Source: an optimization exercise on an open RTL-to-GDS flow (aim: small area, a short achievable clock period and few clock cycles per item). Production flows keep margins and buffers that such runs may drop.
RTL that was checked went through simulation tests only; none was proved equivalent to the original.
No functional check of the RTL was part of runs 1 and 2.

==> constraint.sdc <==
create_clock -name core_clock -period 15.0 [get_ports {clk}]
set_input_delay 3.0000 -clock core_clock [delete_from_list [all_inputs] [get_ports {clk}]]
set_output_delay 3.0000 -clock core_clock [all_outputs]
set_load 0.01 [all_outputs]
==> design.v <==
package bfa_pkg;
  localparam int Clusters = 1024;
  localparam int IdxW     = $clog2(Clusters);
  localparam int CntW     = IdxW + 1;
  localparam int WordW    = 16;
  localparam int Words    = Clusters / WordW;
  localparam int WordAw   = $clog2(Words);
  localparam int BitAw    = $clog2(WordW);
  localparam logic [0:0] ACT_ALLOC   = 1'b0;
  localparam logic [0:0] ACT_RELEASE = 1'b1;
  localparam logic [1:0] ALG_FIRST = 2'd0;
  localparam logic [1:0] ALG_BEST  = 2'd1;
  localparam logic [1:0] ALG_WORST = 2'd2;
  localparam logic [1:0] ALG_NONE  = 2'd3;   
  localparam logic [1:0] ST_OK       = 2'd0;
  localparam logic [1:0] ST_NOSPACE  = 2'd1;
  localparam logic [1:0] ST_NOFIT    = 2'd2;
  localparam logic [1:0] ST_BADRANGE = 2'd3;
  typedef struct packed {
    logic [0:0]      action;
    logic [1:0]      algorithm;
    logic [CntW-1:0] cluster_count;
    logic [IdxW-1:0] start_index;
  } req_t;
  typedef struct packed {
    logic [1:0]      status;
    logic [IdxW-1:0] granted_start;
    logic [CntW-1:0] granted_count;
    logic [CntW-1:0] free_count;
  } rsp_t;
endpackage
module bfa_word_scan #(
  parameter int W  = 128,
  parameter int LW = 7
) (
  input  logic [W-1:0]  b,
  input  logic [10:0]   n,
  input  logic          best,
  input  logic          worst,
  output logic [LW:0]   p,
  output logic [LW:0]   t,
  output logic          bv,
  output logic [LW:0]   bl,
  output logic [LW-1:0] bs
);
  logic [LW:0][W-1:0][LW:0]   P, T, L;
  logic [LW:0][W-1:0][LW-1:0] S;
  logic [LW:0][W-1:0]         V;
  for (genvar i = 0; i < W; i++) begin : g_leaf
    assign P[0][i] = (LW+1)'(b[i]);
    assign T[0][i] = (LW+1)'(b[i]);
    assign V[0][i] = 1'b0;
    assign L[0][i] = '0;
    assign S[0][i] = '0;
  end
  for (genvar k = 0; k < LW; k++) begin : g_lvl
    localparam int SZ = 1 << k;
    for (genvar i = 0; i < (W >> (k + 1)); i++) begin : g_node
      logic [LW:0]   lp, lt, rp, ml;
      logic          lf, rf, mv, lv, rv, m_l, r_l, r_m;
      logic [LW:0]   ll, rl;
      logic [LW-1:0] ls, rs, ms;
      assign lp = P[k][2*i];   assign lt = T[k][2*i];
      assign rp = P[k][2*i+1];
      assign lf = lp[k];       assign rf = rp[k];
      assign lv = V[k][2*i];   assign ll = L[k][2*i];   assign ls = S[k][2*i];
      assign rv = V[k][2*i+1]; assign rl = L[k][2*i+1];
      assign rs = S[k][2*i+1] + (LW)'(SZ);
      assign ml = lt + rp;
      assign ms = (LW)'(SZ) - (LW)'(lt);
      assign mv = !lf && !rf && (ml != '0) && ({{(10-LW){1'b0}}, ml} >= n);
      assign m_l = (best && ml < ll) || (worst && ml > ll);
      assign r_l = (best && rl < ll) || (worst && rl > ll);
      assign r_m = (best && rl < ml) || (worst && rl > ml);
      logic pick_m, pick_r;
      assign pick_r = rv && (!lv || r_l) && (!mv || r_m);
      assign pick_m = !pick_r && mv && (!lv || m_l);
      assign P[k+1][i] = lf ? (LW+1)'(SZ) + rp : lp;
      assign T[k+1][i] = rf ? (LW+1)'(SZ) + lt : T[k][2*i+1];
      assign V[k+1][i] = lv || mv || rv;
      assign L[k+1][i] = pick_r ? rl : (pick_m ? ml : ll);
      assign S[k+1][i] = pick_r ? rs : (pick_m ? ms : ls);
    end
  end
  assign p  = P[LW][0];
  assign t  = T[LW][0];
  assign bv = V[LW][0];
  assign bl = L[LW][0];
  assign bs = S[LW][0];
endmodule
module bitmap_fit_allocator_unit (
  input  logic           clk,
  input  logic           rst,
  input  logic           req_valid,
  output logic           req_ready,
  input  bfa_pkg::req_t  req,
  output logic           rsp_valid,
  input  logic           rsp_ready,
  output bfa_pkg::rsp_t  rsp
);
  localparam int IdxW  = bfa_pkg::IdxW;    
  localparam int CntW  = bfa_pkg::CntW;    
  localparam int LW    = 7;
  localparam int W     = 1 << LW;          
  localparam int NW    = 1024 / W;         
  localparam int AW    = IdxW - LW;        
  localparam logic [1:0] K_SCAN = 2'd0;    
  localparam logic [1:0] K_REL  = 2'd1;    
  localparam logic [1:0] K_BAD  = 2'd2;    
  localparam logic [1:0] M_IDLE = 2'd0;
  localparam logic [1:0] M_SCAN = 2'd1;
  localparam logic [1:0] M_WAIT = 2'd2;
  localparam logic [1:0] M_MARK = 2'd3;
  logic stall;
  logic r_valid;
  assign stall = r_valid && !rsp_ready;
  logic [W-1:0]  fmap [NW];
  logic [NW-1:0] wone;       
  logic [W-1:0]  rd;
  logic [AW-1:0] rp;         
  logic          wr_en;
  logic [W-1:0]  wr_word;
  always_ff @(posedge clk) begin
    for (int i = 0; i < NW; i++) begin
      if (rst) begin
        fmap[i] <= '1;
        wone[i] <= 1'b1;
      end else if (wr_en && rp == AW'(i)) begin
        fmap[i] <= wr_word;
        wone[i] <= &wr_word;
      end
    end
  end
  assign rd = fmap[rp];
  logic          nxt_v;
  bfa_pkg::req_t cur, nxt;
  logic [1:0]    mode;
  logic [IdxW-1:0] lo;       
  logic alloc, best, worst, first, bad;
  assign alloc = (cur.action == bfa_pkg::ACT_ALLOC);
  assign best  = (cur.algorithm == bfa_pkg::ALG_BEST);
  assign worst = (cur.algorithm == bfa_pkg::ALG_WORST);
  assign first = (cur.algorithm == bfa_pkg::ALG_FIRST);
  assign bad   = (cur.cluster_count == '0) ||
                 (alloc ? (cur.algorithm == bfa_pkg::ALG_NONE)
                        : ((CntW+1)'(cur.start_index) + (CntW+1)'(cur.cluster_count)
                           > (CntW+1)'(1024)));
  logic [IdxW-1:0] me;
  logic [W-1:0]    lo_mask, hi_mask, mk_mask;
  logic            scanning;
  assign scanning = (mode == M_SCAN);
  assign me = lo + cur.cluster_count[IdxW-1:0] - 1'b1;
  always_comb begin
    for (int i = 0; i < W; i++) begin
      lo_mask[i] = (rp != lo[IdxW-1:LW]) || (LW'(i) >= lo[LW-1:0]);
      hi_mask[i] = scanning || (rp != me[IdxW-1:LW]) || (LW'(i) <= me[LW-1:0]);
    end
  end
  assign mk_mask = lo_mask & hi_mask;
  assign wr_word = alloc ? (rd & ~mk_mask) : (rd | mk_mask);
  logic mark_last;
  assign mark_last = (rp == me[IdxW-1:LW]);
  assign wr_en = (mode == M_MARK) && !bad && !stall;
  logic            t_v;
  logic [1:0]      t_k;
  logic            t_last;
  logic [AW-1:0]   t_w;
  logic [IdxW-1:0] t_s;
  logic [CntW-1:0] t_n;
  logic [W-1:0]    t_bits;
  logic [LW:0]   wpre, wsuf, wbl;
  logic          wbv;
  logic [LW-1:0] wbs;
  logic [LW:0]   wcnt;
  bfa_word_scan #(.W(W), .LW(LW)) u_scan (
    .b(t_bits), .n(cur.cluster_count), .best(best), .worst(worst),
    .p(wpre), .t(wsuf), .bv(wbv), .bl(wbl), .bs(wbs)
  );
  always_comb begin
    wcnt = '0;
    for (int i = 0; i < W; i++) wcnt = wcnt + (LW+1)'(t_bits[i]);
  end
  logic            c_v;
  logic [1:0]      c_k;
  logic            c_last;
  logic [AW-1:0]   c_w;
  logic [IdxW-1:0] c_s;
  logic [CntW-1:0] c_n;
  logic [LW:0]     c_pre, c_suf, c_bl, c_cnt;
  logic            c_bv;
  logic [LW-1:0]   c_bs;
  logic [CntW-1:0] cl;       
  logic [IdxW-1:0] cs;
  logic            hv;       
  logic [CntW-1:0] hl;
  logic [IdxW-1:0] hs;
  logic [CntW-1:0] seen;     
  logic [CntW-1:0] free_total;
  logic            tail, wfull;
  logic [IdxW-1:0] base;
  logic [CntW-1:0] xtra, c_len, f_len;
  logic [IdxW-1:0] c_start, f_start, i_start;
  logic            cv, iv, fv;
  assign wfull   = c_pre[LW];
  assign base    = {c_w, {LW{1'b0}}};
  always_comb begin
    tail = 1'b1;
    for (int i = 0; i < NW; i++) if (AW'(i) > c_w && !wone[i]) tail = 1'b0;
  end
  assign xtra    = tail ? CntW'({~c_w, {LW{1'b0}}}) : '0;
  assign c_len   = cl + CntW'(c_pre) + (wfull ? xtra : '0);
  assign c_start = (cl == '0) ? base : cs;
  assign i_start = base | IdxW'(c_bs);
  assign f_len   = CntW'(c_suf) + xtra;
  assign f_start = base + IdxW'(W) - IdxW'(c_suf);
  assign cv = (c_len >= cur.cluster_count) && (first || !wfull || tail);
  assign iv = c_bv;
  assign fv = (f_len >= cur.cluster_count) && !wfull && (first || tail);
  function automatic logic beats(input logic [CntW-1:0] l, input logic [CntW-1:0] ol);
    beats = (best && l < ol) || (worst && l > ol);
  endfunction
  logic            n_v;
  logic [CntW-1:0] n_l;
  logic [IdxW-1:0] n_s;
  always_comb begin
    logic pc, pi, pf;
    pf = fv && (!hv || beats(f_len, hl)) && (!cv || beats(f_len, c_len)) &&
          (!iv || beats(f_len, CntW'(c_bl)));
    pi = !pf && iv && (!hv || beats(CntW'(c_bl), hl)) && (!cv || beats(CntW'(c_bl), c_len));
    pc = !pf && !pi && cv && (!hv || beats(c_len, hl));
    n_v = hv || cv || iv || fv;
    n_l = pf ? f_len : pi ? CntW'(c_bl) : pc ? c_len : hl;
    n_s = pf ? f_start : pi ? i_start : pc ? c_start : hs;
  end
  logic [CntW-1:0] ncl, seen_n, rem;
  logic [IdxW-1:0] ncs;
  logic            scan_end, found;
  assign ncl    = wfull ? c_len : CntW'(c_suf);
  assign ncs    = wfull ? c_start : f_start;
  assign seen_n = seen + CntW'(c_cnt);
  assign rem    = ncl + free_total - seen_n;    
  assign scan_end = c_v && (c_k == K_SCAN) &&
                    (tail || (first && n_v) || (rem < cur.cluster_count) ||
                     (best && n_v && n_l == cur.cluster_count) ||
                     (worst && n_v && n_l >= rem));
  assign found = n_v;
  logic [1:0]      r_status;
  logic [IdxW-1:0] r_start;
  logic [CntW-1:0] r_count;
  logic            answer;
  assign answer = c_v && ((c_k == K_SCAN) ? scan_end : (c_k == K_BAD || c_last));
  logic r_done;
  always_comb begin
    r_done = 1'b0;
    case (mode)
      M_IDLE: r_done = 1'b1;
      M_SCAN, M_WAIT: r_done = bad || (scan_end && !found);
      M_MARK: r_done = bad || mark_last;
      default: r_done = 1'b1;
    endcase
  end
  assign req_ready = !nxt_v;
  logic take, load;
  assign take = req_valid && req_ready;
  bfa_pkg::req_t src;
  assign src  = nxt_v ? nxt : req;
  assign load = !stall && r_done && (nxt_v || take);
  always_ff @(posedge clk) begin
    if (rst) begin
      nxt_v      <= 1'b0;
      mode       <= M_IDLE;
      t_v        <= 1'b0;
      c_v        <= 1'b0;
      r_valid    <= 1'b0;
      free_total <= CntW'(1024);
    end else begin
      if (r_valid && rsp_ready) r_valid <= 1'b0;
      if (take && !(load && !nxt_v)) begin
        nxt   <= req;
        nxt_v <= 1'b1;
      end else if (nxt_v && load) begin
        nxt_v <= 1'b0;
      end
      if (!stall) begin
        t_v    <= 1'b0;
        t_k    <= K_SCAN;
        t_last <= 1'b0;
        t_w    <= rp;
        t_s    <= lo;
        t_n    <= cur.cluster_count;
        t_bits <= alloc ? (rd & lo_mask) : (~rd & mk_mask);
        if (mode != M_IDLE && bad) begin
          t_v    <= 1'b1;
          t_k    <= K_BAD;
          t_last <= alloc;
        end else if (mode == M_SCAN) begin
          t_v    <= !scan_end;
          t_last <= (rp == AW'(NW - 1));
          if (rp == AW'(NW - 1)) mode <= M_WAIT;
          rp <= rp + 1'b1;
        end else if (mode == M_MARK) begin
          t_v    <= !alloc;
          t_k    <= K_REL;
          t_last <= mark_last;
          rp     <= rp + 1'b1;
        end
        if (load) begin
          cur  <= src;
          mode <= (src.action == bfa_pkg::ACT_ALLOC) ? M_SCAN : M_MARK;
          lo   <= src.start_index;
          rp   <= src.start_index[IdxW-1:LW];
        end else if (r_done) begin
          mode <= M_IDLE;
        end else if (scan_end) begin
          mode <= M_MARK;
          lo   <= n_s;
          rp   <= n_s[IdxW-1:LW];
        end
        c_v    <= t_v && !scan_end;
        c_k    <= t_k;
        c_last <= t_last;
        c_w    <= t_w;
        c_s    <= t_s;
        c_n    <= t_n;
        c_pre  <= wpre;
        c_suf  <= wsuf;
        c_bv   <= wbv;
        c_bl   <= wbl;
        c_bs   <= wbs;
        c_cnt  <= wcnt;
        if (load && src.action == bfa_pkg::ACT_ALLOC) begin
          cl <= '0; cs <= '0; hv <= 1'b0; hl <= '0; hs <= '0; seen <= '0;
        end else if (c_v && c_k == K_SCAN) begin
          cl <= ncl; cs <= ncs; hv <= n_v; hl <= n_l; hs <= n_s; seen <= seen_n;
        end
        if (c_v && c_k == K_REL) free_total <= free_total + CntW'(c_cnt);
        if (scan_end && found) free_total <= free_total - cur.cluster_count;
        if (answer) begin
          r_valid <= 1'b1;
          if (c_k == K_SCAN) begin
            r_status <= found ? bfa_pkg::ST_OK
                      : (free_total < cur.cluster_count) ? bfa_pkg::ST_NOSPACE
                                                         : bfa_pkg::ST_NOFIT;
            r_start  <= found ? n_s : '0;
            r_count  <= found ? cur.cluster_count : '0;
          end else if (c_k == K_REL) begin
            r_status <= bfa_pkg::ST_OK;
            r_start  <= c_s;
            r_count  <= c_n;
          end else begin
            r_status <= c_last ? bfa_pkg::ST_NOFIT : bfa_pkg::ST_BADRANGE;
            r_start  <= '0;
            r_count  <= '0;
          end
        end
      end
    end
  end
  assign rsp.status        = r_status;
  assign rsp.granted_start = r_start;
  assign rsp.granted_count = r_count;
  assign rsp.free_count    = free_total;
  assign rsp_valid         = r_valid;
endmodule
module bitmap_fit_allocator (
  input  logic        clk,
  input  logic        rst,
  input  logic        req_valid,
  output logic        req_ready,
  input  logic        req_action,
  input  logic [1:0]  req_algorithm,
  input  logic [10:0] req_count,
  input  logic [9:0]  req_start,
  output logic        rsp_valid,
  input  logic        rsp_ready,
  output logic [1:0]  rsp_status,
  output logic [9:0]  rsp_start,
  output logic [10:0] rsp_count,
  output logic [10:0] rsp_free
);
  bfa_pkg::req_t req;
  bfa_pkg::rsp_t rsp;
  assign req.action        = req_action;
  assign req.algorithm     = req_algorithm;
  assign req.cluster_count = req_count;
  assign req.start_index   = req_start;
  assign rsp_status = rsp.status;
  assign rsp_start  = rsp.granted_start;
  assign rsp_count  = rsp.granted_count;
  assign rsp_free   = rsp.free_count;
  bitmap_fit_allocator_unit u_unit (
    .clk       (clk),
    .rst       (rst),
    .req_valid (req_valid),
    .req_ready (req_ready),
    .req       (req),
    .rsp_valid (rsp_valid),
    .rsp_ready (rsp_ready),
    .rsp       (rsp)
  );
endmodule
==> config.mk <==
export PLATFORM = sky130hd
export DESIGN_NAME = bitmap_fit_allocator
export DESIGN_NICKNAME = bitmap_fit_allocator
export VERILOG_FILES = /design/flow/design.v
export SDC_FILE = /design/flow/constraint.sdc
export NUM_CORES = 4
export LEC_CHECK = 0
export CAP_MARGIN = 20
export CORE_MARGIN = 2
export CORE_UTILIZATION = 40
export SLEW_MARGIN = 20
==> run.sh <==
#!/bin/bash
# synth_recipe.tcl (not shown) runs the flow's synth.tcl, then flattens the netlist and writes it again
# the make line also repeats each setting of config.mk as NAME=value (left out here)
make -C /OpenROAD-flow-scripts/flow DESIGN_CONFIG=/design/flow/config.mk WORK_HOME=/design/flow/orfs CLKGATE_MAP_FILE= SYNTH_SCRIPT=/design/flow/synth_recipe.tcl finish
==> flow_summary.ini, run 1 <==
[synthesis]
synth_largest_area_cell = ha_1
syn-num-nets = 17109
synthesis.area_mm2 = 0.126
async_reset_ff_share_pct = 0
yosys_warnings = 2
synth_enable_flop_cells = 360
yosys-top-cells-area = ha_1, dfxtp_1, edfxtp_1
synth.lib_cells_used.distinct = 130
synth_top_area_share_pct = 17.5
synth.avg_cell_area_um2 = 8.34
netlist_instances = 15148
synthFlopType = dfxtp_1
ys_seq_area_share_pct = 25.2
ys_seq_elements = 1409

[timing]
finalHoldViolCount = 0
max_clock_freq_mhz = 69.3
final.setup.worst_slack_ns = 0.566
max_transition_viols_final = 0
relSlewSlack_pct = 15.7
timing_worst_slew_pin_value_ns = 1.25
finalSetupViolations = 0
period_minus_slack_ns = 14.43
period_share_pct = 96.2
fin_worst_skew_ns = 0.0741

[finish]
filler_cell_count = 30923
number_of_nets_in_the_final_layout = 17254
cell_area_after_layout_mm2 = 0.142
syn2layout_area_growth_pct = 12.6
ff_latch_area_mm2 = 0.0318
total_area_of_multi_input_combinational_cells_mm2 = 0.0891
layout-drive-gt1-share_pct = 11.6

[setup_path]
crit_path_start_kind = register
cp_max_fo = 8
cp_slowest_stage_delay_ns = 0.53
worst-path-stages = 66
rr_worst_depth = 66
critical_path.most_common_cell = ha_1
critical_path.endpoint_type = register
critical_path_class = register to register
cpMaxStageDelayCell = edfxtp_1
cp_data_required_time_ns = 15.54
cp_data_arrival_time_ns = 14.97
crit_buf_inv = 6
critical-path-top-delay-family = compound AO/OA/AOI/OAI gates

[clocking]
clk_root_buffer_cell = clkbuf_16
tritoncts.num_buffers = 159
cts_tree = done
path_clk_slew_ns = 0.06
cts.sink_count = 1409
clockBufferDepth = 4
h_tree_levels = 4
clock_insertion_delay_at_the_later_pin_of_the_skew_report_ns = 0.86

[placement]
detailed_place_hpwl_um = 392000
post_dp_cell_area_mm2 = 0.134
gp_routability_congestion = 1.06
post-place-ws_ns = 0.0776
io_buffer_count = 63

[routing]
remaining_drc_errors = 0
drt-pass1-iter-count = 10
detail-route-antenna-nets = 0
final_routed_wirelength_um = 523000
post_drt_wl_per_cell_um = 26.7
drt_first_iter_violations = 13183
viasPerCell = 6.09
detailroute.via_count = 119276

[floorplanning]
dieHeight_um = 566
core_mm2 = 0.315
top_level_ports = 64
die_w_um = 566
initial_utilization_pct = 40.1
rows = 206
dieArea_mm2 = 0.320

[hold_path]
worst_hold_path.num_cells = 0
min-delay-path-class = register to register

[grt]
global_route.usage.total_pct = 31.0
number_of_global_route_vias_before_repair = 108876
antenna_found_initial = 24
maximum_number_of_pins_on_one_net_before_global_route_repair = 203
grt_pass1_wl_um = 753000
grt-ovfl-total = 0

[flow_run]
maxCapViolCount = 0

[outcome]
run_status = timing/DRC/antenna clean
[cell families (layout without fill, tap and decap cells)]
logic type	count (synthesis)	after routing	share of synthesized area, %
adder cells (fa/ha/maj)	1940	1940	20.2
multiplexers	737	737	6.24
XOR/XNOR	208	208	1.44
flip-flops	1409	1409	25.2
AO/OA/AOI/OAI	4322	4323	24.2
buffers and inverters	1894	2155	5.75
AND/OR/NAND/NOR	4638	4638	17.0
other	0	11	0
[placed cells by master (no fill, tap or decap), types with 72 or more instances in the layout]
| master | synthesis | routed |
|---|---|---|
| nand4_1 | 175 | 175 |
| a41oi_1 | 110 | 106 |
| nand3_1 | 286 | 284 |
| nor3_1 | 233 | 220 |
| mux2_2 | 365 | 362 |
| and2_1 | 97 | 97 |
| nor2_1 | 1919 | 1901 |
| nor2b_1 | 246 | 239 |
| and3_1 | 74 | 72 |
| nand2_1 | 1033 | 1020 |
| a211o_1 | 1058 | 1058 |
| a21o_1 | 184 | 183 |
| edfxtp_1 | 360 | 360 |
| buf_4 | 3 | 679 |
| a222oi_1 | 128 | 128 |
| inv_1 | 1076 | 1054 |
| xnor2_1 | 145 | 141 |
| dfxtp_1 | 1049 | 1049 |
| clkbuf_16 | 0 | 164 |
| mux2i_1 | 359 | 336 |
| a21oi_1 | 965 | 920 |
| o21ai_0 | 770 | 723 |
| a211oi_1 | 127 | 114 |
| fa_1 | 171 | 171 |
| a31oi_1 | 133 | 124 |
| nor4_1 | 82 | 73 |
| o21a_1 | 135 | 134 |
| nand2b_1 | 171 | 168 |
| ha_1 | 1762 | 1746 |
[final cells by class]
class                      count  share of cell area [%]
antenna                       11                  0.0194
inverter                    1081                    2.88
sequential                  1409                    22.4
clock inverter                53                   0.405
clock buffer                 225                    3.29
tap                         4160                    3.66
multi-input combinational  11846                    62.6
timing repair buffer         796                    4.76
[through the flow]
step	cells	utilization [%]	TNS (ns)	hold slack, ns
after CTS	19412	44.4	0	0.416
after detailed placement	19134	42.7	0	0.405
final	19581	45.2	0	0.417
after global routing	19571	45.2	-0.856	0.411
after global placement	19134	42.7	0	0.401
after floorplan	15148	-	-0.637	0.400
[synth_stat cells, drive strengths merged (360+ instances only)]
| cell | count |
|---|---|
| nor2 | 1923 |
| a211o | 1058 |
| clkbuf | 711 |
| dfxtp | 1049 |
| o21ai | 797 |
| ha | 1762 |
| edfxtp | 360 |
| inv | 1079 |
| a21oi | 971 |
| mux2i | 362 |
| nand2 | 1034 |
| mux2 | 375 |
[final timing paths]
kind / startpoint / end / slack [ns]
setup / recovery: u_unit.t_bits[49]$_DFFE_PP_ / u_unit.c_bs[6]$_DFFE_PP_ / 0.57
hold / removal: u_unit.t_s[4]$_DFFE_PP_ / u_unit.c_s[4]$_DFFE_PP_ / 0.42
setup reg to reg: u_unit.t_bits[49]$_DFFE_PP_ / u_unit.c_bs[6]$_DFFE_PP_ / 0.57
hold reg to reg: u_unit.t_s[4]$_DFFE_PP_ / u_unit.c_s[4]$_DFFE_PP_ / 0.42
[flip-flops by register name, indices dropped and copies added, names as in the netlist, 10 cells and up]
register,count
u_unit.hl,11
u_unit.cl,11
u_unit.t_n,11
u_unit.r_start,10
u_unit.c_s,10
u_unit.seen,11
u_unit.cur,24
u_unit.t_bits,128
u_unit.free_total,11
u_unit.lo,10
u_unit.hs,10
u_unit.fmap,1024
u_unit.t_s,10
u_unit.c_n,11
u_unit.nxt,24
u_unit.cs,10
u_unit.r_count,11
[routing by layer]
metal,share of wire (%),global-route usage (%)
met5,0.016,0
met4,6.3,16.4
met3,7.7,4.20
met2,44,48.4
met1,42,41.6
[timing repair]
| item | in CTS | in global routing |
|---|---|---|
| gates cloned | 0 | 3 |
| hold buffers | 0 | 0 |
| gates resized for setup | 2 | 240 |
| endpoints found under the setup margin | 7 | 15 |
| pin swaps | 0 | 54 |
| setup buffers | 0 | 154 |
==> run 2: changes to the inputs <==
--- a/design.v
+++ b/design.v
@@ -40,4 +40,5 @@
   output logic [LW:0]   p,
   output logic [LW:0]   t,
+  output logic [LW-1:0] ts,
   output logic          bv,
   output logic [LW:0]   bl,
@@ -45,44 +46,45 @@
 );
   logic [LW:0][W-1:0][LW:0]   P, T, L;
-  logic [LW:0][W-1:0][LW-1:0] S;
+  logic [LW:0][W-1:0][LW-1:0] S, TS;
   logic [LW:0][W-1:0]         V;
   for (genvar i = 0; i < W; i++) begin : g_leaf
-    assign P[0][i] = (LW+1)'(b[i]);
-    assign T[0][i] = (LW+1)'(b[i]);
-    assign V[0][i] = 1'b0;
-    assign L[0][i] = '0;
-    assign S[0][i] = '0;
+    assign P[0][i]  = (LW+1)'(b[i]);
+    assign T[0][i]  = (LW+1)'(b[i]);
+    assign TS[0][i] = '0;
+    assign V[0][i]  = 1'b0;
+    assign L[0][i]  = '0;
+    assign S[0][i]  = '0;
   end
   for (genvar k = 0; k < LW; k++) begin : g_lvl
-    localparam int SZ = 1 << k;
+    localparam logic [LW:0] SZ = (LW+1)'(1) << k;
     for (genvar i = 0; i < (W >> (k + 1)); i++) begin : g_node
-      logic [LW:0]   lp, lt, rp, ml;
-      logic          lf, rf, mv, lv, rv, m_l, r_l, r_m;
-      logic [LW:0]   ll, rl;
+      logic [LW:0]   lp, lt, rp, rt, ml, ll, rl;
+      logic          lf, rf, mv, lv, rv, m_l, r_l, r_m, pick_m, pick_r;
       logic [LW-1:0] ls, rs, ms;
       assign lp = P[k][2*i];   assign lt = T[k][2*i];
-      assign rp = P[k][2*i+1];
+      assign rp = P[k][2*i+1]; assign rt = T[k][2*i+1];
       assign lf = lp[k];       assign rf = rp[k];
       assign lv = V[k][2*i];   assign ll = L[k][2*i];   assign ls = S[k][2*i];
       assign rv = V[k][2*i+1]; assign rl = L[k][2*i+1];
-      assign rs = S[k][2*i+1] + (LW)'(SZ);
+      assign rs = S[k][2*i+1] | SZ[LW-1:0];
       assign ml = lt + rp;
-      assign ms = (LW)'(SZ) - (LW)'(lt);
+      assign ms = (lt != '0) ? TS[k][2*i] : SZ[LW-1:0];
       assign mv = !lf && !rf && (ml != '0) && ({{(10-LW){1'b0}}, ml} >= n);
       assign m_l = (best && ml < ll) || (worst && ml > ll);
       assign r_l = (best && rl < ll) || (worst && rl > ll);
       assign r_m = (best && rl < ml) || (worst && rl > ml);
-      logic pick_m, pick_r;
       assign pick_r = rv && (!lv || r_l) && (!mv || r_m);
       assign pick_m = !pick_r && mv && (!lv || m_l);
-      assign P[k+1][i] = lf ? (LW+1)'(SZ) + rp : lp;
-      assign T[k+1][i] = rf ? (LW+1)'(SZ) + lt : T[k][2*i+1];
-      assign V[k+1][i] = lv || mv || rv;
-      assign L[k+1][i] = pick_r ? rl : (pick_m ? ml : ll);
-      assign S[k+1][i] = pick_r ? rs : (pick_m ? ms : ls);
+      assign P[k+1][i]  = !lf ? lp : rf ? (SZ << 1) : (rp | SZ);
+      assign T[k+1][i]  = !rf ? rt : lf ? (SZ << 1) : (lt | SZ);
+      assign TS[k+1][i] = rf ? ms : (TS[k][2*i+1] | SZ[LW-1:0]);
+      assign V[k+1][i]  = lv || mv || rv;
+      assign L[k+1][i]  = pick_r ? rl : (pick_m ? ml : ll);
+      assign S[k+1][i]  = pick_r ? rs : (pick_m ? ms : ls);
     end
   end
   assign p  = P[LW][0];
   assign t  = T[LW][0];
+  assign ts = TS[LW][0];
   assign bv = V[LW][0];
   assign bl = L[LW][0];
@@ -116,5 +118,5 @@
   assign stall = r_valid && !rsp_ready;
   logic [W-1:0]  fmap [NW];
-  logic [NW-1:0] wone;       
+  logic [NW-1:1] wone;       
   logic [W-1:0]  rd;
   logic [AW-1:0] rp;         
@@ -123,11 +125,10 @@
   always_ff @(posedge clk) begin
     for (int i = 0; i < NW; i++) begin
-      if (rst) begin
-        fmap[i] <= '1;
-        wone[i] <= 1'b1;
-      end else if (wr_en && rp == AW'(i)) begin
-        fmap[i] <= wr_word;
-        wone[i] <= &wr_word;
-      end
+      if (rst) fmap[i] <= '1;
+      else if (wr_en && rp == AW'(i)) fmap[i] <= wr_word;
+    end
+    for (int i = 1; i < NW; i++) begin
+      if (rst) wone[i] <= 1'b1;
+      else if (wr_en && rp == AW'(i)) wone[i] <= &wr_word;
     end
   end
@@ -171,9 +172,9 @@
   logic [LW:0]   wpre, wsuf, wbl;
   logic          wbv;
-  logic [LW-1:0] wbs;
+  logic [LW-1:0] wbs, wts;
   logic [LW:0]   wcnt;
   bfa_word_scan #(.W(W), .LW(LW)) u_scan (
     .b(t_bits), .n(cur.cluster_count), .best(best), .worst(worst),
-    .p(wpre), .t(wsuf), .bv(wbv), .bl(wbl), .bs(wbs)
+    .p(wpre), .t(wsuf), .ts(wts), .bv(wbv), .bl(wbl), .bs(wbs)
   );
   always_comb begin
@@ -189,5 +190,5 @@
   logic [LW:0]     c_pre, c_suf, c_bl, c_cnt;
   logic            c_bv;
-  logic [LW-1:0]   c_bs;
+  logic [LW-1:0]   c_bs, c_ts;
   logic [CntW-1:0] cl;       
   logic [IdxW-1:0] cs;
@@ -206,5 +207,5 @@
   always_comb begin
     tail = 1'b1;
-    for (int i = 0; i < NW; i++) if (AW'(i) > c_w && !wone[i]) tail = 1'b0;
+    for (int i = 1; i < NW; i++) if (AW'(i) > c_w && !wone[i]) tail = 1'b0;
   end
   assign xtra    = tail ? CntW'({~c_w, {LW{1'b0}}}) : '0;
@@ -213,5 +214,5 @@
   assign i_start = base | IdxW'(c_bs);
   assign f_len   = CntW'(c_suf) + xtra;
-  assign f_start = base + IdxW'(W) - IdxW'(c_suf);
+  assign f_start = (c_suf == '0) ? {c_w + 1'b1, {LW{1'b0}}} : (base | IdxW'(c_ts));
   assign cv = (c_len >= cur.cluster_count) && (first || !wfull || tail);
   assign iv = c_bv;
@@ -328,4 +329,5 @@
         c_bl   <= wbl;
         c_bs   <= wbs;
+        c_ts   <= wts;
         c_cnt  <= wcnt;
         if (load && src.action == bfa_pkg::ACT_ALLOC) begin
==> flow/run.sh (new file) <==
#!/bin/bash
set -uo pipefail
WORK=$(pwd)
RES=orfs/results/${FLOW_PLATFORM:-sky130hd}/bitmap_fit_allocator/base

# 1. The standard synthesis, in orfs/ where standard.sh keeps its results.
bash standard.sh synth > synth_standard.log 2>&1 || exit 1

# 2. The same synthesis without the adder cell mapping, in orfs_na/.
sed -e "s#WORK_HOME=[^ ]*#WORK_HOME=$WORK/orfs_na#" \
    -e 's#"\${@:-finish}"#ADDER_MAP_FILE= "${@:-finish}"#' standard.sh > standard_na.sh
RES_NA=orfs_na/results/${FLOW_PLATFORM:-sky130hd}/bitmap_fit_allocator/base
if bash standard_na.sh synth > synth_noadder.log 2>&1; then
  regs() {
    grep -oE 'sky130_fd_sc_hd__[a-z0-9]*df[a-z0-9]*_[0-9]+ +[^ (]+' "$1" | sort
  }
  regs $RES/1_2_yosys.v > regs_standard.txt
  regs $RES_NA/1_2_yosys.v > regs_noadder.txt
  if [[ -s regs_standard.txt ]] && cmp -s regs_standard.txt regs_noadder.txt; then
    echo "registers match: using the synthesis without adder cells" > synth_choice.log
    for f in 1_2_yosys.v 1_2_yosys.sdc 1_synth.odb 1_synth.sdc; do
      cp $RES_NA/$f $RES/$f
    done
  else
    echo "registers differ: using the standard synthesis" > synth_choice.log
    diff regs_standard.txt regs_noadder.txt >> synth_choice.log
  fi
else
  echo "synthesis without adder cells failed: using the standard synthesis" > synth_choice.log
fi

# 3. The rest of the standard flow, from the floorplan to the final DEF.
bash standard.sh > layout.log 2>&1
==> standard.sh (new file) <==
#!/bin/bash
# synth_recipe.tcl (not shown) runs the flow's synth.tcl, then flattens the netlist and writes it again
# the make line also repeats each setting of config.mk as NAME=value (left out here)
make -C /OpenROAD-flow-scripts/flow DESIGN_CONFIG=/design/flow/config.mk WORK_HOME=/design/flow/orfs CLKGATE_MAP_FILE= SYNTH_SCRIPT=/design/flow/synth_recipe.tcl "${@:-finish}"
removed: run.sh
==> flow_summary.ini, run 2 <==
[outcome]
run_status = timing/DRC/antenna clean

[grt]
antenna_found_initial = 28
maximum_number_of_pins_on_one_net_before_global_route_repair = 216
grt_pass1_wl_um = 706000
global_route.usage.total_pct = 34.3
number_of_global_route_vias_before_repair = 99771
grt-ovfl-total = 0

[setup_path]
cp_slowest_stage_delay_ns = 0.83
cp_max_fo = 20
rr_worst_depth = 33
crit_start = u_unit.cur[19]$_DFFE_PP_
critical_path.endpoint_type = register
timing.critical_path.to = u_unit.c_bl[2]$_DFFE_PP_
critical_path.reg2reg.startpoint = u_unit.cur[19]$_DFFE_PP_
cpMaxStageDelayCell = nor2_1
cp_data_required_time_ns = 15.60
timing.rr.end = u_unit.c_bl[2]$_DFFE_PP_
cp_data_arrival_time_ns = 13.89
worst-r2r-setup-slack_ns = 1.71
crit_path_start_kind = register
critical_path_class = register to register

[clocking]
cts.sink_count = 1415
clockBufferDepth = 3
cts_tree = done
tritoncts.num_buffers = 154
h_tree_levels = 4
cts_setup_buffers = 0
clock_insertion_delay_at_the_later_pin_of_the_skew_report_ns = 0.86
postCtsHoldBufs = 0
clk_root_buffer_cell = clkbuf_16
cts-resized-gates = 0
path_clk_slew_ns = 0.06

[placement]
post-place-ws_ns = 2.05
gp_routability_congestion = 1.03
detailed_place_hpwl_um = 356000
io_buffer_count = 63

[timing]
worst_slack_on_hold_paths_ns = 0.394
fin_worst_skew_ns = 0.0532
final.setup.worst_slack_ns = 1.71
period_share_pct = 88.6
timing_worst_slew_pin_value_ns = 1.29
rsz_0062_raised_after_global_routing = false
finalHoldViolCount = 0
final.setup.tns_ns = 0
max_transition_viols_final = 0
relSlewSlack_pct = 14.3
period_minus_slack_ns = 13.29
finalSetupViolations = 0
max_clock_freq_mhz = 75.3

[synthesis]
synth.avg_cell_area_um2 = 7.83
yosys_warnings = 2
syn-num-nets = 13847
synthesis.area_mm2 = 0.108
netlist_instances = 13819

[finish]
biggestRegsByFlops = u_unit.fmap (1024), u_unit.t_bits (128)
ff_latch_area_mm2 = 0.0320
number_of_nets_in_the_final_layout = 13370
layout-drive-gt1-share_pct = 8.35
largest_register_ffs = 1024
layout_commonest_cell = nor2_1
syn2layout_area_growth_pct = 8.74
registers.top_by_ff_count = u_unit.fmap
filler_cell_count = 26930
layout_common_cells = nor2_1, a211o_1, dfxtp_1
total_area_of_multi_input_combinational_cells_mm2 = 0.0714

[floorplanning]
die_w_um = 524
top_level_ports = 64
rows = 190
dieHeight_um = 524
dieArea_mm2 = 0.275
initial_utilization_pct = 40.3
core_mm2 = 0.268

[routing]
post_drt_wl_per_cell_um = 28.9
detail-route-antenna-nets = 0
detailroute.via_count = 111512
drt_first_iter_violations = 14401
viasPerCell = 6.55
drt-pass1-iter-count = 8
final_routed_wirelength_um = 492000
remaining_drc_errors = 0

[hold_path]
worst_hold_path.num_cells = 0
min-delay-path-class = register to register

[flow_run]
maxCapViolCount = 0
run 2: worst min path at each step:
stage,end,startpoint
global placement,u_unit.c_s[9]$_DFFE_PP_,u_unit.t_s[9]$_DFFE_PP_
floorplan,u_unit.c_k[0]$_DFFE_PP_,u_unit.t_k[0]$_SDFFCE_PP0P_
CTS,u_unit.c_n[0]$_DFFE_PP_,u_unit.t_n[0]$_DFFE_PP_
detailed placement,u_unit.c_n[5]$_DFFE_PP_,u_unit.t_n[5]$_DFFE_PP_
finish,u_unit.c_n[0]$_DFFE_PP_,u_unit.t_n[0]$_DFFE_PP_
global route,u_unit.c_n[0]$_DFFE_PP_,u_unit.t_n[0]$_DFFE_PP_
run 2: worst max-delay path: cells and delay by family (launching register included):
kind	cells	cell delay [ns]
AO/OA/AOI/OAI	16	5.09
flip-flops	1	0.67
AND/OR/NAND/NOR	10	4.59
buffers and inverters	1	0.31
multiplexers	5	1.99
adder cells (fa/ha/maj)	1	0.32
run 2: metrics by stage:
step           cells  area, µm²  utilization [%]
2_1_floorplan  13819     108000                -
6_report       17033     118000             43.8
3_3_place_gp   16733     112000             41.8
4_1_cts        17019     118000             43.8
5_1_grt        17024     118000             43.8
3_5_place_dp   16735     112000             41.8
run 2: area by class of cell:
| class | instances | area share [%] |
|---|---|---|
| Antenna cell | 11 | 0.0234 |
| Tap cell | 3552 | 3.78 |
| Clock inverter | 69 | 0.792 |
| Timing Repair Buffer | 420 | 2.99 |
| Sequential cell | 1415 | 27.2 |
| Multi-Input combinational cell | 11100 | 60.7 |
| Inverter | 251 | 0.818 |
| Clock buffer | 215 | 3.72 |
run 2: per-layer routing:
layer	global-route usage (%)	wire, µm
met5	0	189
met4	20.9	34200
met3	6.04	42600
met2	52.5	214000
met1	44.9	202000
==> run 3: changes to the inputs <==
--- a/design.v
+++ b/design.v
@@ -30,31 +30,30 @@
   } rsp_t;
 endpackage
-module bfa_word_scan #(
-  parameter int W  = 128,
-  parameter int LW = 7
+module bfa_tree #(
+  parameter int LW = 7,     
+  parameter int K0 = 0,     
+  parameter int K1 = 7,     
+  parameter int NI = 1 << (LW - K0),
+  parameter int NO = 1 << (LW - K1)
 ) (
-  input  logic [W-1:0]  b,
-  input  logic [10:0]   n,
-  input  logic          best,
-  input  logic          worst,
-  output logic [LW:0]   p,
-  output logic [LW:0]   t,
-  output logic [LW-1:0] ts,
-  output logic          bv,
-  output logic [LW:0]   bl,
-  output logic [LW-1:0] bs
+  input  logic [NI-1:0][LW:0]   pi, ti, li,
+  input  logic [NI-1:0][LW-1:0] tsi, si,
+  input  logic [NI-1:0]         vi,
+  input  logic [10:0]           n,
+  input  logic                  best,
+  input  logic                  worst,
+  output logic [NO-1:0][LW:0]   po, to, lo,
+  output logic [NO-1:0][LW-1:0] tso, so,
+  output logic [NO-1:0]         vo
 );
+  localparam int W = 1 << LW;
   logic [LW:0][W-1:0][LW:0]   P, T, L;
   logic [LW:0][W-1:0][LW-1:0] S, TS;
   logic [LW:0][W-1:0]         V;
-  for (genvar i = 0; i < W; i++) begin : g_leaf
-    assign P[0][i]  = (LW+1)'(b[i]);
-    assign T[0][i]  = (LW+1)'(b[i]);
-    assign TS[0][i] = '0;
-    assign V[0][i]  = 1'b0;
-    assign L[0][i]  = '0;
-    assign S[0][i]  = '0;
+  for (genvar i = 0; i < NI; i++) begin : g_in
+    assign P[K0][i] = pi[i];   assign T[K0][i] = ti[i];   assign TS[K0][i] = tsi[i];
+    assign V[K0][i] = vi[i];   assign L[K0][i] = li[i];   assign S[K0][i]  = si[i];
   end
-  for (genvar k = 0; k < LW; k++) begin : g_lvl
+  for (genvar k = K0; k < K1; k++) begin : g_lvl
     localparam logic [LW:0] SZ = (LW+1)'(1) << k;
     for (genvar i = 0; i < (W >> (k + 1)); i++) begin : g_node
@@ -84,10 +83,8 @@
     end
   end
-  assign p  = P[LW][0];
-  assign t  = T[LW][0];
-  assign ts = TS[LW][0];
-  assign bv = V[LW][0];
-  assign bl = L[LW][0];
-  assign bs = S[LW][0];
+  for (genvar i = 0; i < NO; i++) begin : g_out
+    assign po[i]  = P[K1][i];  assign to[i] = T[K1][i];  assign tso[i] = TS[K1][i];
+    assign vo[i]  = V[K1][i];  assign lo[i] = L[K1][i];  assign so[i]  = S[K1][i];
+  end
 endmodule
 module bitmap_fit_allocator_unit (
@@ -107,4 +104,6 @@
   localparam int NW    = 1024 / W;         
   localparam int AW    = IdxW - LW;        
+  localparam int KS    = 4;                
+  localparam int NS    = W >> KS;          
   localparam logic [1:0] K_SCAN = 2'd0;    
   localparam logic [1:0] K_REL  = 2'd1;    
@@ -122,13 +121,12 @@
   logic [AW-1:0] rp;         
   logic          wr_en;
-  logic [W-1:0]  wr_word;
+  logic [W-1:0]  wr_word, wr_bus;
+  assign wr_bus = wr_word | {W{rst}};
   always_ff @(posedge clk) begin
     for (int i = 0; i < NW; i++) begin
-      if (rst) fmap[i] <= '1;
-      else if (wr_en && rp == AW'(i)) fmap[i] <= wr_word;
+      if (rst || (wr_en && rp == AW'(i))) fmap[i] <= wr_bus;
     end
     for (int i = 1; i < NW; i++) begin
-      if (rst) wone[i] <= 1'b1;
-      else if (wr_en && rp == AW'(i)) wone[i] <= &wr_word;
+      if (rst || (wr_en && rp == AW'(i))) wone[i] <= &wr_bus;
     end
   end
@@ -148,5 +146,5 @@
                            > (CntW+1)'(1024)));
   logic [IdxW-1:0] me;
-  logic [W-1:0]    lo_mask, hi_mask, mk_mask;
+  logic [W-1:0]    lo_mask, hi_mask, mk_mask, r_bits;
   logic            scanning;
   assign scanning = (mode == M_SCAN);
@@ -160,7 +158,27 @@
   assign mk_mask = lo_mask & hi_mask;
   assign wr_word = alloc ? (rd & ~mk_mask) : (rd | mk_mask);
+  assign r_bits  = alloc ? (rd & lo_mask) : (~rd & mk_mask);
   logic mark_last;
   assign mark_last = (rp == me[IdxW-1:LW]);
   assign wr_en = (mode == M_MARK) && !bad && !stall;
+  logic [W-1:0][LW:0]    lf_p;
+  logic [W-1:0][LW-1:0]  lf_ts;
+  logic [NS-1:0][LW:0]   r_p, r_t, r_l;
+  logic [NS-1:0][LW-1:0] r_ts, r_s;
+  logic [NS-1:0]         r_v;
+  logic [LW:0]           r_cnt;
+  for (genvar i = 0; i < W; i++) begin : g_leaf
+    assign lf_p[i]  = (LW+1)'(r_bits[i]);
+    assign lf_ts[i] = '0;
+  end
+  bfa_tree #(.LW(LW), .K0(0), .K1(KS)) u_tree_lo (
+    .pi(lf_p), .ti(lf_p), .li('0), .tsi(lf_ts), .si(lf_ts), .vi('0),
+    .n(cur.cluster_count), .best(best), .worst(worst),
+    .po(r_p), .to(r_t), .lo(r_l), .tso(r_ts), .so(r_s), .vo(r_v)
+  );
+  always_comb begin
+    r_cnt = '0;
+    for (int i = 0; i < W; i++) r_cnt = r_cnt + (LW+1)'(r_bits[i]);
+  end
   logic            t_v;
   logic [1:0]      t_k;
@@ -169,26 +187,62 @@
   logic [IdxW-1:0] t_s;
   logic [CntW-1:0] t_n;
-  logic [W-1:0]    t_bits;
+  logic [LW:0]     t_cnt;
+  logic [NS-1:0][KS:0]   t_p, t_t;
+  logic [NS-1:0][KS-1:0] t_ts, t_l, t_s4;
+  logic [NS-1:0]         t_vv;
+  logic [NS-1:0][LW:0]   u_p, u_t, u_l;
+  logic [NS-1:0][LW-1:0] u_ts, u_s;
+  for (genvar i = 0; i < NS; i++) begin : g_mid
+    assign u_p[i]  = (LW+1)'(t_p[i]);
+    assign u_t[i]  = (LW+1)'(t_t[i]);
+    assign u_l[i]  = (LW+1)'(t_l[i]);
+    assign u_ts[i] = LW'(t_ts[i]);
+    assign u_s[i]  = LW'(t_s4[i]);
+  end
   logic [LW:0]   wpre, wsuf, wbl;
   logic          wbv;
   logic [LW-1:0] wbs, wts;
-  logic [LW:0]   wcnt;
-  bfa_word_scan #(.W(W), .LW(LW)) u_scan (
-    .b(t_bits), .n(cur.cluster_count), .best(best), .worst(worst),
-    .p(wpre), .t(wsuf), .ts(wts), .bv(wbv), .bl(wbl), .bs(wbs)
+  bfa_tree #(.LW(LW), .K0(KS), .K1(LW)) u_tree_hi (
+    .pi(u_p), .ti(u_t), .li(u_l), .tsi(u_ts), .si(u_s), .vi(t_vv),
+    .n(cur.cluster_count), .best(best), .worst(worst),
+    .po(wpre), .to(wsuf), .lo(wbl), .tso(wts), .so(wbs), .vo(wbv)
   );
+  function automatic logic beats(input logic [CntW-1:0] l, input logic [CntW-1:0] ol);
+    beats = (best && l < ol) || (worst && l > ol);
+  endfunction
+  logic            tail, wfull;
+  logic [IdxW-1:0] base;
+  logic [CntW-1:0] xtra, f_len;
+  logic [IdxW-1:0] f_start, i_start;
+  logic            fv, iv, pf;
+  assign wfull = wpre[LW];
+  assign base  = {t_w, {LW{1'b0}}};
   always_comb begin
-    wcnt = '0;
-    for (int i = 0; i < W; i++) wcnt = wcnt + (LW+1)'(t_bits[i]);
+    tail = 1'b1;
+    for (int i = 1; i < NW; i++) if (AW'(i) > t_w && !wone[i]) tail = 1'b0;
   end
+  assign xtra    = tail ? CntW'({~t_w, {LW{1'b0}}}) : '0;
+  assign i_start = base | IdxW'(wbs);
+  assign f_len   = CntW'(wsuf) + xtra;
+  assign f_start = (wsuf == '0) ? {t_w + 1'b1, {LW{1'b0}}} : (base | IdxW'(wts));
+  assign iv = wbv;
+  assign fv = (f_len >= cur.cluster_count) && !wfull && (first || tail);
+  assign pf = fv && (!iv || beats(f_len, CntW'(wbl)));
   logic            c_v;
   logic [1:0]      c_k;
   logic            c_last;
-  logic [AW-1:0]   c_w;
   logic [IdxW-1:0] c_s;
   logic [CntW-1:0] c_n;
-  logic [LW:0]     c_pre, c_suf, c_bl, c_cnt;
+  logic [LW:0]     c_cnt;
+  logic [IdxW-1:0] c_base;
+  logic [CntW-1:0] c_add;     
+  logic            c_ends;    
+  logic            c_full;
+  logic [LW:0]     c_suf;
+  logic [IdxW-1:0] c_fs;
   logic            c_bv;
-  logic [LW-1:0]   c_bs, c_ts;
+  logic [CntW-1:0] c_bl;
+  logic [IdxW-1:0] c_bs;
+  logic            c_tail;
   logic [CntW-1:0] cl;       
   logic [IdxW-1:0] cs;
@@ -198,49 +252,30 @@
   logic [CntW-1:0] seen;     
   logic [CntW-1:0] free_total;
-  logic            tail, wfull;
-  logic [IdxW-1:0] base;
-  logic [CntW-1:0] xtra, c_len, f_len;
-  logic [IdxW-1:0] c_start, f_start, i_start;
-  logic            cv, iv, fv;
-  assign wfull   = c_pre[LW];
-  assign base    = {c_w, {LW{1'b0}}};
-  always_comb begin
-    tail = 1'b1;
-    for (int i = 1; i < NW; i++) if (AW'(i) > c_w && !wone[i]) tail = 1'b0;
-  end
-  assign xtra    = tail ? CntW'({~c_w, {LW{1'b0}}}) : '0;
-  assign c_len   = cl + CntW'(c_pre) + (wfull ? xtra : '0);
-  assign c_start = (cl == '0) ? base : cs;
-  assign i_start = base | IdxW'(c_bs);
-  assign f_len   = CntW'(c_suf) + xtra;
-  assign f_start = (c_suf == '0) ? {c_w + 1'b1, {LW{1'b0}}} : (base | IdxW'(c_ts));
-  assign cv = (c_len >= cur.cluster_count) && (first || !wfull || tail);
-  assign iv = c_bv;
-  assign fv = (f_len >= cur.cluster_count) && !wfull && (first || tail);
-  function automatic logic beats(input logic [CntW-1:0] l, input logic [CntW-1:0] ol);
-    beats = (best && l < ol) || (worst && l > ol);
-  endfunction
+  logic [CntW-1:0] c_len;
+  logic [IdxW-1:0] c_start;
+  logic            cv;
+  assign c_len   = cl + c_add;
+  assign c_start = (cl == '0) ? c_base : cs;
+  assign cv      = (c_len >= cur.cluster_count) && c_ends;
   logic            n_v;
   logic [CntW-1:0] n_l;
   logic [IdxW-1:0] n_s;
   always_comb begin
-    logic pc, pi, pf;
-    pf = fv && (!hv || beats(f_len, hl)) && (!cv || beats(f_len, c_len)) &&
-          (!iv || beats(f_len, CntW'(c_bl)));
-    pi = !pf && iv && (!hv || beats(CntW'(c_bl), hl)) && (!cv || beats(CntW'(c_bl), c_len));
-    pc = !pf && !pi && cv && (!hv || beats(c_len, hl));
-    n_v = hv || cv || iv || fv;
-    n_l = pf ? f_len : pi ? CntW'(c_bl) : pc ? c_len : hl;
-    n_s = pf ? f_start : pi ? i_start : pc ? c_start : hs;
+    logic pc, pb;
+    pb = c_bv && (!hv || beats(c_bl, hl)) && (!cv || beats(c_bl, c_len));
+    pc = !pb && cv && (!hv || beats(c_len, hl));
+    n_v = hv || cv || c_bv;
+    n_l = pb ? c_bl : pc ? c_len : hl;
+    n_s = pb ? c_bs : pc ? c_start : hs;
   end
   logic [CntW-1:0] ncl, seen_n, rem;
   logic [IdxW-1:0] ncs;
   logic            scan_end, found;
-  assign ncl    = wfull ? c_len : CntW'(c_suf);
-  assign ncs    = wfull ? c_start : f_start;
+  assign ncl    = c_full ? c_len : CntW'(c_suf);
+  assign ncs    = c_full ? c_start : c_fs;
   assign seen_n = seen + CntW'(c_cnt);
   assign rem    = ncl + free_total - seen_n;    
   assign scan_end = c_v && (c_k == K_SCAN) &&
-                    (tail || (first && n_v) || (rem < cur.cluster_count) ||
+                    (c_tail || (first && n_v) || (rem < cur.cluster_count) ||
                      (best && n_v && n_l == cur.cluster_count) ||
                      (worst && n_v && n_l >= rem));
@@ -290,5 +325,13 @@
         t_s    <= lo;
         t_n    <= cur.cluster_count;
-        t_bits <= alloc ? (rd & lo_mask) : (~rd & mk_mask);
+        t_cnt  <= r_cnt;
+        for (int i = 0; i < NS; i++) begin
+          t_p[i]  <= r_p[i][KS:0];
+          t_t[i]  <= r_t[i][KS:0];
+          t_ts[i] <= r_ts[i][KS-1:0];
+          t_l[i]  <= r_l[i][KS-1:0];
+          t_s4[i] <= r_s[i][KS-1:0];
+          t_vv[i] <= r_v[i];
+        end
         if (mode != M_IDLE && bad) begin
           t_v    <= 1'b1;
@@ -321,14 +364,17 @@
         c_k    <= t_k;
         c_last <= t_last;
-        c_w    <= t_w;
         c_s    <= t_s;
         c_n    <= t_n;
-        c_pre  <= wpre;
+        c_cnt  <= t_cnt;
+        c_base <= base;
+        c_add  <= wfull ? CntW'(W) + xtra : CntW'(wpre);
+        c_ends <= first || !wfull || tail;
+        c_full <= wfull;
         c_suf  <= wsuf;
-        c_bv   <= wbv;
-        c_bl   <= wbl;
-        c_bs   <= wbs;
-        c_ts   <= wts;
-        c_cnt  <= wcnt;
+        c_fs   <= f_start;
+        c_bv   <= iv || fv;
+        c_bl   <= pf ? f_len : CntW'(wbl);
+        c_bs   <= pf ? f_start : i_start;
+        c_tail <= tail;
         if (load && src.action == bfa_pkg::ACT_ALLOC) begin
           cl <= '0; cs <= '0; hv <= 1'b0; hl <= '0; hs <= '0; seen <= '0;
==> flow_summary.ini, run 3 <==
[setup_path]
crit_buf_inv = 5
cp_data_required_time_ns = 15.59
cp_slowest_stage_delay_ns = 0.94
critical_path.most_common_cell = buf_4
critical_path.endpoint_type = register
cp_data_arrival_time_ns = 11.87
crit_path_start_kind = register
critical-path-top-delay-family = compound AO/OA/AOI/OAI gates
critical_path_class = register to register
cpMaxStageDelayCell = o21ai_1
cp_max_fo = 29

[clocking]
cts-resized-gates = 0
clock_insertion_delay_at_the_later_pin_of_the_skew_report_ns = 0.90
clockBufferDepth = 3
cts_setup_buffers = 0
cts.sink_count = 1493
tritoncts.num_buffers = 163
h_tree_levels = 4
postCtsHoldBufs = 0
cts_tree = done
path_clk_slew_ns = 0.07
clk_root_buffer_cell = clkbuf_16

[timing]
period_minus_slack_ns = 11.28
max_transition_viols_final = 0
period_share_pct = 75.2
fin_worst_skew_ns = 0.0933
finalSetupViolations = 0
max_clock_freq_mhz = 88.6
final.setup.tns_ns = 0
timing_worst_slew_pin_value_ns = 1.25
rsz_0062_raised_after_global_routing = false
relSlewSlack_pct = 16.1
finalHoldViolCount = 0

[grt]
antenna_found_initial = 22
maximum_number_of_pins_on_one_net_before_global_route_repair = 157
global_route.usage.total_pct = 33.4
number_of_global_route_vias_before_repair = 81671
grt-ovfl-total = 0
grt_pass1_wl_um = 621000

[finish]
biggestRegsByFlops = u_unit.fmap (1024), u_unit.t_p (40), u_unit.t_t (40)
layout_commonest_cell = edfxtp_1
cell_area_after_layout_mm2 = 0.111
registers.top_by_ff_count = u_unit.fmap
number_of_nets_in_the_final_layout = 10072
syn2layout_area_growth_pct = 10.3
largest_register_ffs = 1024
layout-drive-gt1-share_pct = 10.3
layout_common_cells = edfxtp_1, nor2_1, nand2_1

[placement]
io_buffer_count = 63
gp_routability_congestion = 1.10
post_dp_cell_area_mm2 = 0.105
detailed_place_hpwl_um = 326000

[routing]
final_routed_wirelength_um = 445000
drt-pass1-iter-count = 6
viasPerCell = 6.58
drt_first_iter_violations = 11743
post_drt_wl_per_cell_um = 32.9
detail-route-antenna-nets = 0
remaining_drc_errors = 0
detailroute.via_count = 89012

[outcome]
run_status = timing/DRC/antenna clean

[floorplanning]
dieArea_mm2 = 0.255
top_level_ports = 64
dieHeight_um = 505
die_w_um = 505
initial_utilization_pct = 40.3
rows = 183
core_mm2 = 0.249

[synthesis]
synth.avg_cell_area_um2 = 9.92
synthesis.area_mm2 = 0.100
yosys_warnings = 3
netlist_instances = 10120
syn-num-nets = 10148

[flow_run]
maxCapViolCount = 0

[hold_path]
min-delay-path-class = register to register
[run 3: per-layer routing]
| layer | share of wire [%] | GRT usage, % | vias to the layer above |
|---|---|---|---|
| li1 | - | - | 38569 |
| met1 | 41 | 45.8 | 44096 |
| met2 | 43 | 49.4 | 5264 |
| met3 | 9.4 | 6.37 | 1073 |
| met4 | 6.7 | 19.0 | 10 |
| met5 | 0.016 | 0 | - |
[run 3: through the flow]
step / utilization (%) / hold slack (ns) / instances / setup WS (ns)
floorplan: - / 0.400 / 10120 / 4.06
global placement: 42.2 / 0.400 / 13205 / 3.88
detailed placement: 42.2 / 0.405 / 13206 / 3.80
CTS: 44.4 / 0.401 / 13511 / 3.78
global route: 44.5 / 0.423 / 13515 / 3.07
finish: 44.5 / 0.405 / 13526 / 3.72
[run 3: layout make-up]
| type | count | area, µm² |
|---|---|---|
| fillers | 23638 | 138000 |
| multi-input cells | 7838 | 52800 |
| flip-flops and latches | 1493 | 44700 |
| clock buffers | 195 | 4220 |
| well taps | 3330 | 4170 |
| repair buffers | 338 | 2820 |
| clock inverters | 110 | 1300 |
| inverters | 210 | 811 |
| diodes | 12 | 30.0 |
[run 3: final timing paths]
check	cells past startpoint	start	slack, ns	to
worst max register to register	30	u_unit.lo[2]$_DFFE_PP_	3.72	u_unit.t_s4[10]$_DFFE_PP_
worst max-delay path	30	u_unit.lo[2]$_DFFE_PP_	3.72	u_unit.t_s4[10]$_DFFE_PP_
worst min register to register	0	u_unit.t_n[0]$_DFFE_PP_	0.41	u_unit.c_n[0]$_DFFE_PP_
worst min-delay path	0	u_unit.t_n[0]$_DFFE_PP_	0.41	u_unit.c_n[0]$_DFFE_PP_
[run 3: worst register-to-register path: cells and delay by family (launching register included)]
kind | cells | cell delay (ns)
flip-flops | 1 | 0.33
AO/OA/AOI/OAI | 16 | 6.40
XOR/XNOR | 1 | 0.36
adder cells (fa/ha/maj) | 2 | 0.82
buffers and inverters | 5 | 1.50
AND/OR/NAND/NOR | 6 | 1.62
Testbench counts of run 3, summed over its fixed seeds: cycles 15,232, items 3,200.
==> run 4: changes to the inputs <==
--- a/config.mk
+++ b/config.mk
@@ -9,3 +9,4 @@
 export CORE_MARGIN = 2
 export CORE_UTILIZATION = 40
+export SETUP_SLACK_MARGIN = 5
 export SLEW_MARGIN = 20
==> flow_summary.ini, run 4 <==
[outcome]
run_status = timing/DRC/antenna clean

[timing]
max_transition_viols_final = 0
period_share_pct = 66.1
final.setup.tns_ns = 0
fin_worst_skew_ns = 0.0750
rsz_0062_raised_after_global_routing = true
period_minus_slack_ns = 9.91
finalHoldViolCount = 0
max_clock_freq_mhz = 101
final.setup.worst_slack_ns = 5.09
finalSetupViolations = 0
relSlewSlack_pct = 14.6
timing_worst_slew_pin_value_ns = 1.27

[floorplanning]
die_w_um = 505
dieArea_mm2 = 0.255
core_mm2 = 0.249
rows = 183
initial_utilization_pct = 40.3
top_level_ports = 64
dieHeight_um = 505

[grt]
global_route.usage.total_pct = 34.4
maximum_number_of_pins_on_one_net_before_global_route_repair = 155
grt-ovfl-total = 0
antenna_found_initial = 22
number_of_global_route_vias_before_repair = 82027
grt_pass1_wl_um = 634000

[setup_path]
critical-path-top-delay-family = XOR/XNOR gates
cp_data_arrival_time_ns = 10.44
critical_path.most_common_cell = xnor2_1
crit_path_start_kind = register
critical_path_class = register to register
cpMaxStageDelayCell = edfxtp_1
cp_data_required_time_ns = 15.53
cp_max_fo = 81
critical_path.endpoint_type = register
crit_buf_inv = 3
cp_slowest_stage_delay_ns = 0.58

[clocking]
clockBufferDepth = 3
clk_root_buffer_cell = clkbuf_16
postCtsHoldBufs = 0
clock_insertion_delay_at_the_later_pin_of_the_skew_report_ns = 0.87
path_clk_slew_ns = 0.06
cts_tree = done
tritoncts.num_buffers = 161
h_tree_levels = 4
cts.sink_count = 1493

[routing]
detail-route-antenna-nets = 0
drt_first_iter_violations = 11077
final_routed_wirelength_um = 457000
remaining_drc_errors = 0
post_drt_wl_per_cell_um = 33.6
viasPerCell = 6.53
drt-pass1-iter-count = 9
detailroute.via_count = 88756

[synthesis]
yosys_warnings = 3
synthesis.area_mm2 = 0.100
synth.avg_cell_area_um2 = 9.92
syn-num-nets = 10148
netlist_instances = 10120

[finish]
layout-drive-gt1-share_pct = 12.1
registers.top_by_ff_count = u_unit.fmap
layout_commonest_cell = edfxtp_1
largest_register_ffs = 1024
biggestRegsByFlops = u_unit.fmap (1024), u_unit.t_p (40), u_unit.t_t (40)
number_of_nets_in_the_final_layout = 10153
final_cells = 13596
syn2layout_area_growth_pct = 11.9
layout_common_cells = edfxtp_1, nor2_1, nand2_1

[placement]
io_buffer_count = 63
detailed_place_hpwl_um = 339000
post-place-ws_ns = 3.99
gp_routability_congestion = 1.03
numPlacedInstances = 13233

[hold_path]
min-delay-path-class = register to register

[flow_run]
maxCapViolCount = 0
==> run 4: layer usage <==
layer  track usage, %  wire, µm
met4             19.2     29700
met2             52.8    202000
met1             46.3    188000
met3             5.45     36900
met5            0.263       106
==> run 4: cell type report <==
type	count	area, µm²
Clock inverter	101	1250
Fill cell	23676	137000
Antenna cell	9	22.5
Inverter	210	810
Sequential cell	1493	44700
Multi-Input combinational cell	7838	53600
Tap cell	3330	4170
Timing Repair Buffer	421	3650
Clock buffer	194	4150
==> run 4: path summary, 6_finish.rpt <==
kind | from | to | slack (ns) | cells past startpoint
hold / removal | u_unit.t_n[1]$_DFFE_PP_ | u_unit.c_n[1]$_DFFE_PP_ | 0.42 | 0
hold reg to reg | u_unit.t_n[1]$_DFFE_PP_ | u_unit.c_n[1]$_DFFE_PP_ | 0.42 | 0
setup / recovery | u_unit.rp[0]$_DFFE_PP_ | u_unit.t_cnt[5]$_DFFE_PP_ | 5.09 | 28
setup reg to reg | u_unit.rp[0]$_DFFE_PP_ | u_unit.t_cnt[5]$_DFFE_PP_ | 5.09 | 28
==> run 4: worst reg2reg max path, delay by kind of cell (launching register included) <==
| kind | cells | cell delay [ns] |
|---|---|---|
| AO/OA/AOI/OAI | 8 | 1.97 |
| adder cells (fa/ha/maj) | 3 | 1.18 |
| multiplexers | 2 | 1.25 |
| buffers and inverters | 3 | 1.25 |
| AND/OR/NAND/NOR | 4 | 0.92 |
| XOR/XNOR | 8 | 2.45 |
| flip-flops | 1 | 0.58 |
==> run 4: repair_timing <==
item	CTS	global route
endpoints found under the setup margin	143	135
pin swaps	7	12
buffers inserted	21	37
cloned	0	0
gates resized for setup	56	140
==> run 4: through the flow <==
stage	hold WS, ns	instance area, µm²	util (%)
2_1_floorplan	0.400	100000	-
3_3_place_gp	0.401	105000	42.3
3_5_place_dp	0.405	105000	42.3
4_1_cts	0.416	111000	44.7
5_1_grt	0.422	112000	45.1
6_report	0.417	112000	45.1

==> static timing again, ports no longer ideal <==
No port has a modelled driver above. Below, the same layouts with a new extraction and two added sets of constraints.
Step 1, drivers: a clkbuf_16 drives clk and a buf_2 each remaining input, both assumed.
Step 2 times the ports against the registers' clock, not the clock port: input delays grow and output delays shrink by t, the midpoint of the rising clock arrivals with the driver on.
a / b / c = ideal ports / drivers / drivers and shift; a / b = the first two.
run | t (ns) | setup WS [ns] | clock arrival spread, ns | worst slew at a driven data input, ns | cell pins on the clock port's net
run 1 | 0.912 | 0.566 / 0.566 / 0.566 | 0.075 / 0.075 | 0.05 | 1
run 2 | 0.928 | 1.713 / 1.713 / 1.713 | 0.058 / 0.057 | 0.06 | 1
run 3 | 0.946 | 3.720 / 3.720 / 3.720 | 0.097 / 0.096 | 0.08 | 1
run 4 | 0.941 | 5.089 / 5.089 / 5.089 | 0.081 / 0.081 | 0.05 | 1
After both steps setup and hold are still met in every run listed.
